Source: an optimization exercise on an open RTL-to-GDS flow (aim: small area, a short achievable clock period and few clock cycles). Production flows keep margins and buffers that such runs may drop.
In this exercise RTL edits were held to simulation tests only and were not proved equivalent to the original.
Power figures rest on the tool's default switching activity, not on a simulated workload.

## run 4
Design stepper_step_pulse_generator, start of the top module:
module stepper_step_pulse_generator #(
  parameter int PERIOD_BITS = 24
) (
  input  logic        clk,
  input  logic        rst_n,
  input  logic        in_valid,
  output logic        in_ready,
  input  logic [2:0]  in_req_type,
  input  logic [23:0] in_velocity,
  input  logic [31:0] in_step_value,
  output logic        out_valid,
  input  logic        out_ready,
  output logic        out_step_level,
  output logic        out_dir_level,
  output logic        out_enable_n,
  output logic [31:0] out_position,
  output logic        out_is_moving,
  output logic [23:0] out_period_out,
  input  logic        psel,
  input  logic        penable,
  input  logic        pwrite,
  input  logic [3:0]  paddr,
  input  logic [31:0] pwdata,
  output logic [31:0] prdata,
  output logic        pready
);
clock: 9.0 ns
lec_check: 0
cap_margin: 20
core_margin: 2
core_utilization: 40
setup_slack_margin: 3.5
slew_margin: 20
run.sh (not shown) runs the stock make flow with config.mk's settings and CLKGATE_MAP_FILE= SYNTH_SCRIPT=/design/flow/synth_recipe.tcl, a recipe that flattens the netlist after the stock synthesis.
Testbench counts of run 4, summed over its fixed seeds: cycles 21,800.
Setup changes, run 4 to run 1
Settings: a deleted SETUP_SLACK_MARGIN that had been 3.5.
Findings:
Per the final summary, run 1 finished and its layout is clean on timing, DRC and antenna. Run 1 -> run 4: total cell area at the placement stage flat. Between run 1 and run 4, the cell area figures differ only marginally. Internal power of the cells: run 1 vs run 4 up about 1.2%.

* * *

stepper_step_pulse_generator, a different RTL version from the one above (not shown whole).
Size: roughly 2,500 cells after synthesis, ~350 flip-flops, about 200 I/O pins.
clock: 9.0 ns
lec_check: 0
cap_margin: 20
core_margin: 2
core_utilization: 40
setup_slack_margin: 4.8
slew_margin: 20
standard.sh (not shown) runs the stock make flow with config.mk's settings and CLKGATE_MAP_FILE= SYNTH_SCRIPT=/design/flow/synth_recipe.tcl, a recipe that flattens the netlist after the stock synthesis.
==> flow/flow/run.sh <==
#!/bin/bash
# The standard layout (standard.sh), with the port buffers that buffer_ports
# inserts on every input and output made the platform's smallest buffer,
# sky130_fd_sc_hd__buf_1, instead of its default choice (clkdlybuf4s50_1).
# Timing repair still resizes any port buffer on a critical path.
set -euo pipefail
export BUFFER_PORTS_ARGS="-buffer_cell sky130_fd_sc_hd__buf_1"
bash standard.sh > standard.log 2>&1
The starting point completed with no timing, DRC or antenna violations.
Testbench counts at the start, summed over its fixed seeds: cycles 21,557.
Change:
==> flow/run.sh (new file) <==
#!/bin/bash
# synth_recipe.tcl (not shown) runs the flow's synth.tcl, then flattens the netlist and writes it again
# the make line also repeats each setting of config.mk as NAME=value (left out here)
make -C /OpenROAD-flow-scripts/flow DESIGN_CONFIG=/design/flow/config.mk WORK_HOME=/design/flow/orfs CLKGATE_MAP_FILE= SYNTH_SCRIPT=/design/flow/synth_recipe.tcl finish
Settings changed: CTS_CLUSTER_DIAMETER set to 100, CTS_CLUSTER_SIZE set to 20, SETUP_SLACK_MARGIN 4.8 to 4.6.
removed: flow/flow/run.sh
removed: flow/standard.sh
The changed run went through all stages and came out clean.
Routed wire length climbs by 2.3%.
Clock power drops by 45%.
Total power drops by 18%.
Worst setup slack is worse by 0.10 ns.
Count of clock-buffer cells in the layout drops by 20.
Area after synthesis does not change.
Design area hardly moves.
Die area does not change.
Combinational power hardly moves.
Final cell count drops by 1.4%.
Core utilization hardly moves.
Change:
Settings changed: CORE_UTILIZATION 40 to 65, CTS_CLUSTER_DIAMETER 100 to unset, CTS_CLUSTER_SIZE 20 to unset, SETUP_SLACK_MARGIN 4.6 to 5.0.
Result: Die area is lower by 38%; total power is higher by 19%; worst hold slack got worse by 0.010 ns; wire length barely changes; cell area went up by 3.8%; synthesized cell count stays the same; global-route usage increases by 14 points.
Change:
Settings changed: CORE_UTILIZATION 65 to 40, CTS_CLUSTER_DIAMETER set to 100, CTS_CLUSTER_SIZE set to 20, SETUP_SLACK_MARGIN 5.0 to 4.9.
Final area drops by 1.9%.
Utilization drops by 30 points.
Wire length climbs by 1.1%.
Global-route usage drops by 14 points.
Hold slack improved by 0.017 ns.
Non-clock buffer count drops by 6.
Total power drops by 15%.
Worst setup slack improved by 0.017 ns.

* * *

Another version of the RTL of stepper_step_pulse_generator (not shown whole).
Size in the first run: ~350 flip-flops, ~200 I/O pins.
==> flow/config.mk <==
export PLATFORM = sky130hd
export DESIGN_NAME = stepper_step_pulse_generator
export DESIGN_NICKNAME = stepper_step_pulse_generator
export VERILOG_FILES = /design/flow/design.v
export SDC_FILE = /design/flow/constraint.sdc
export NUM_CORES = 4
export LEC_CHECK = 0
export CAP_MARGIN = 5
export CORE_MARGIN = 2
export CORE_UTILIZATION = 40
export CTS_CLUSTER_DIAMETER = 100
export CTS_CLUSTER_SIZE = 20
export SETUP_SLACK_MARGIN = 4.8
export SLEW_MARGIN = 5
==> flow/constraint.sdc <==
create_clock -name core_clock -period 9.0 [get_ports {clk}]
set_input_delay 1.8000 -clock core_clock [delete_from_list [all_inputs] [get_ports {clk}]]
set_output_delay 1.8000 -clock core_clock [all_outputs]
set_load 0.01 [all_outputs]
run.sh (not shown) runs the stock make flow with config.mk's settings and CLKGATE_MAP_FILE= SYNTH_SCRIPT=/design/flow/synth_recipe.tcl, a recipe that flattens the netlist after the stock synthesis.
Stock flow here: none of the scripts above is used.
The first run passed the timing, design-rule and antenna checks.
Testbench counts at the start, summed over its fixed seeds: cycles 21,559.
Next try:
==> flow/flow/run.sh (new file) <==
#!/bin/bash
# The standard layout (standard.sh), with the port buffers that buffer_ports
# inserts on every input and output made the platform's smallest buffer,
# sky130_fd_sc_hd__buf_1, instead of its default choice (clkdlybuf4s50_1).
# Timing repair still resizes any port buffer on a critical path.
set -euo pipefail
export BUFFER_PORTS_ARGS="-buffer_cell sky130_fd_sc_hd__buf_1"
bash standard.sh > standard.log 2>&1
==> flow/standard.sh (new file) <==
#!/bin/bash
# synth_recipe.tcl (not shown) runs the flow's synth.tcl, then flattens the netlist and writes it again
# the make line also repeats each setting of config.mk as NAME=value (left out here)
make -C /OpenROAD-flow-scripts/flow DESIGN_CONFIG=/design/flow/config.mk WORK_HOME=/design/flow/orfs CLKGATE_MAP_FILE= SYNTH_SCRIPT=/design/flow/synth_recipe.tcl "${@:-finish}"
SETUP_SLACK_MARGIN = 4.7   (was 4.8)
removed: flow/run.sh
Outcome:
- The new run completed with no timing, DRC or antenna violations
- setup slack gains 52 ps
- die area is unchanged
- first-iteration DRC count went up by 6.5%
- wire length barely changes
- global-route usage went down by 0.20 points
- cell area went down by 5.0%
- hold slack gains 4.4 ps
- clock-buffer cell count went up by 1
- total power went down by 0.63%
- core utilization went down by 2.4 points
Next try:
SETUP_SLACK_MARGIN = 4.75   (was 4.7)
After rerunning: Via count hardly moves; wire length barely changes; power goes up by 1.7%; utilization is higher by 0.19 points; die area stays the same.

* * *

stepper_step_pulse_generator again, from the RTL that the note above started with.
Design stepper_step_pulse_generator, start of the top module:
module stepper_step_pulse_generator #(
  parameter int PERIOD_BITS = 24
) (
  input  logic        clk,
  input  logic        rst_n,
  input  logic        in_valid,
  output logic        in_ready,
  input  logic [2:0]  in_req_type,
  input  logic [23:0] in_velocity,
  input  logic [31:0] in_step_value,
  output logic        out_valid,
  input  logic        out_ready,
  output logic        out_step_level,
  output logic        out_dir_level,
  output logic        out_enable_n,
  output logic [31:0] out_position,
  output logic        out_is_moving,
  output logic [23:0] out_period_out,
  input  logic        psel,
  input  logic        penable,
  input  logic        pwrite,
  input  logic [3:0]  paddr,
  input  logic [31:0] pwdata,
  output logic [31:0] prdata,
  output logic        pready
);
  localparam logic [36:0] TWO_N = 37'h1E84800000;   
  localparam logic [36:0] K_RST = 37'd655360000;     
  logic [15:0] spr_r, minp_r;
  logic [7:0]  pw_r;
  logic        spr_wr, kst_r;
  logic [36:0] k_r;
  logic        kbusy_r;
  logic [23:0] r_r;
  logic [24:0] q_r;
  logic [5:0]  it_r;
  logic        frun_r, ffin_r, fdone_r, ovf_r, dbit_r;
  logic [31:0] pos_r, tgt_r;
  logic        seek_r, dir_r, moving_r, en_n_r, step_r;
  logic [23:0] period_r, rem_r;
  logic [7:0]  pulse_r;
  logic        out_valid_r;
  logic pready_r;
  assign pready = pready_r;
  assign spr_wr = psel && !penable && pwrite && (paddr[3:2] == 2'd0);
  always_ff @(posedge clk) begin
    if (!rst_n) begin
      spr_r  <= 16'd200;
      minp_r <= 16'd100;
      pw_r   <= 8'd2;
    end else begin
      if (spr_wr) spr_r <= pwdata[15:0];
      if (psel && penable && pwrite) begin
  ...
clock: 9.0 ns
lec_check: 0
cap_margin: 5
core_margin: 2
core_utilization: 40
cts_cluster_diameter: 100
cts_cluster_size: 20
setup_slack_margin: 4.8
slew_margin: 5
standard.sh (not shown) runs the stock make flow with config.mk's settings and CLKGATE_MAP_FILE= SYNTH_SCRIPT=/design/flow/synth_recipe.tcl, a recipe that flattens the netlist after the stock synthesis.
==> flow/flow/run.sh <==
#!/bin/bash
# The standard layout (standard.sh), with the port buffers that buffer_ports
# inserts on every input and output made the platform's smallest buffer,
# sky130_fd_sc_hd__buf_1, instead of its default choice (clkdlybuf4s50_1).
# Timing repair still resizes any port buffer on a critical path.
set -euo pipefail
export BUFFER_PORTS_ARGS="-buffer_cell sky130_fd_sc_hd__buf_1"
bash standard.sh > standard.log 2>&1
The first run finished clean.
Testbench counts at the start, summed over its fixed seeds: cycles 21,559.
Edit:
--- a/flow/config.mk
+++ b/flow/config.mk
@@ -11,2 +11,2 @@
-export CTS_CLUSTER_DIAMETER = 100
-export CTS_CLUSTER_SIZE = 20
+export CTS_CLUSTER_DIAMETER = 110
+export CTS_CLUSTER_SIZE = 24
What happened: Routed wire length is about the same. Clock-buffer cell count decreases by 4. Maximum frequency barely changes. Sequential share of layout area falls by 0.12 points. Worst setup slack is about the same. Final cell count hardly moves.
Edit:
--- a/flow/config.mk
+++ b/flow/config.mk
@@ -11,3 +11,3 @@
-export CTS_CLUSTER_DIAMETER = 110
-export CTS_CLUSTER_SIZE = 24
-export SETUP_SLACK_MARGIN = 4.8
+export CTS_CLUSTER_DIAMETER = 100
+export CTS_CLUSTER_SIZE = 20
+export SETUP_SLACK_MARGIN = 4.85
Via count is higher by 1.1%.
Power is higher by 4.3%.
Global-route usage is lower by 0.11 points.
Design area is higher by 1.7%.
Clock power is higher by about 20%.
Routed wire length is higher by 1.2%.
Worst setup slack loses 8.3 ps.
Die area does not change.
Clock-buffer cell count is higher by 7.
Critical path depth does not change.
Synthesized cell count does not change.
Edit:
--- a/flow/config.mk
+++ b/flow/config.mk
@@ -13 +13 @@
-export SETUP_SLACK_MARGIN = 4.85
+export SETUP_SLACK_MARGIN = 4.6
Outcome: The new run finished clean; area after synthesis does not change; die area is unchanged; utilization goes down by 1.3 points; register-to-register slack got worse by 240 ps; final area came out lower by a few percent; global-route usage grows by 0.15 points; non-clock buffer count is lower by 24.

## afterwards: timing with drivers on the ports
Ports are ideal in the flow. The routed layouts listed here were re-timed in OpenROAD. Step 1 sets driving cells, clkbuf_16 on the clock port and buf_2 on the other inputs (assumed; they add their load-dependent delay and slew). Step 2 times the ports against the registers' clock, not the clock port: input delays grow and output delays shrink by t, the midpoint of the rising clock arrivals with the driver on. Slacks: ideal ports / drivers / drivers and shift; pairs: ideal ports / drivers.
run | shift t [ns] | slack for setup (ns) | hold WS [ns] | slew at the worst register clock pin (ns) | worst data-port slew with drivers (ns)
run 4 | 0.632 | 3.595 / 3.568 / 3.568 | 0.485 / 0.485 / 0.485 | 0.06 / 0.06 | 0.11
run 1 | 0.627 | 3.201 / 3.179 / 3.179 | 0.490 / 0.490 / 0.490 | 0.06 / 0.06 | 0.10
the first run of note 2 | 0.623 | 4.724 / 4.685 / 4.344 | 0.480 / 0.480 / 0.480 | 0.07 / 0.07 | 0.08
the second run of note 2 | 0.609 | 4.621 / 4.557 / 4.210 | 0.485 / 0.485 / 0.485 | 0.10 / 0.10 | 0.11
the third run of note 2 | 0.593 | 4.701 / 4.652 / 4.469 | 0.475 / 0.475 / 0.475 | 0.06 / 0.06 | 0.15
the fourth run of note 2 | 0.609 | 4.719 / 4.646 / 4.337 | 0.492 / 0.492 / 0.492 | 0.10 / 0.10 | 0.10
the first run of note 3 | 0.607 | 4.705 / 4.685 / 4.382 | 0.459 / 0.459 / 0.459 | 0.10 / 0.10 | 0.05
the second run of note 3 | 0.615 | 4.757 / 4.737 / 4.302 | 0.464 / 0.464 / 0.464 | 0.10 / 0.10 | 0.07
the third run of note 3 | 0.609 | 4.791 / 4.759 / 4.532 | 0.463 / 0.463 / 0.463 | 0.10 / 0.10 | 0.07
the first run of note 4 | 0.619 | 4.805 / 4.766 / 4.448 | 0.466 / 0.466 / 0.466 | 0.09 / 0.09 | 0.07
the second run of note 4 | 0.598 | 4.805 / 4.766 / 4.410 | 0.473 / 0.473 / 0.473 | 0.11 / 0.11 | 0.08
the third run of note 4 | 0.617 | 4.796 / 4.758 / 4.562 | 0.463 / 0.463 / 0.463 | 0.09 / 0.09 | 0.08
the fourth run of note 4 | 0.617 | 4.672 / 4.652 / 4.298 | 0.464 / 0.464 / 0.464 | 0.10 / 0.10 | 0.07
After both steps every run listed still meets setup and hold. For the second run of note 3, which loses most, drivers alone change the setup slack by -0.020 ns; drivers and shift together by -0.455 ns.
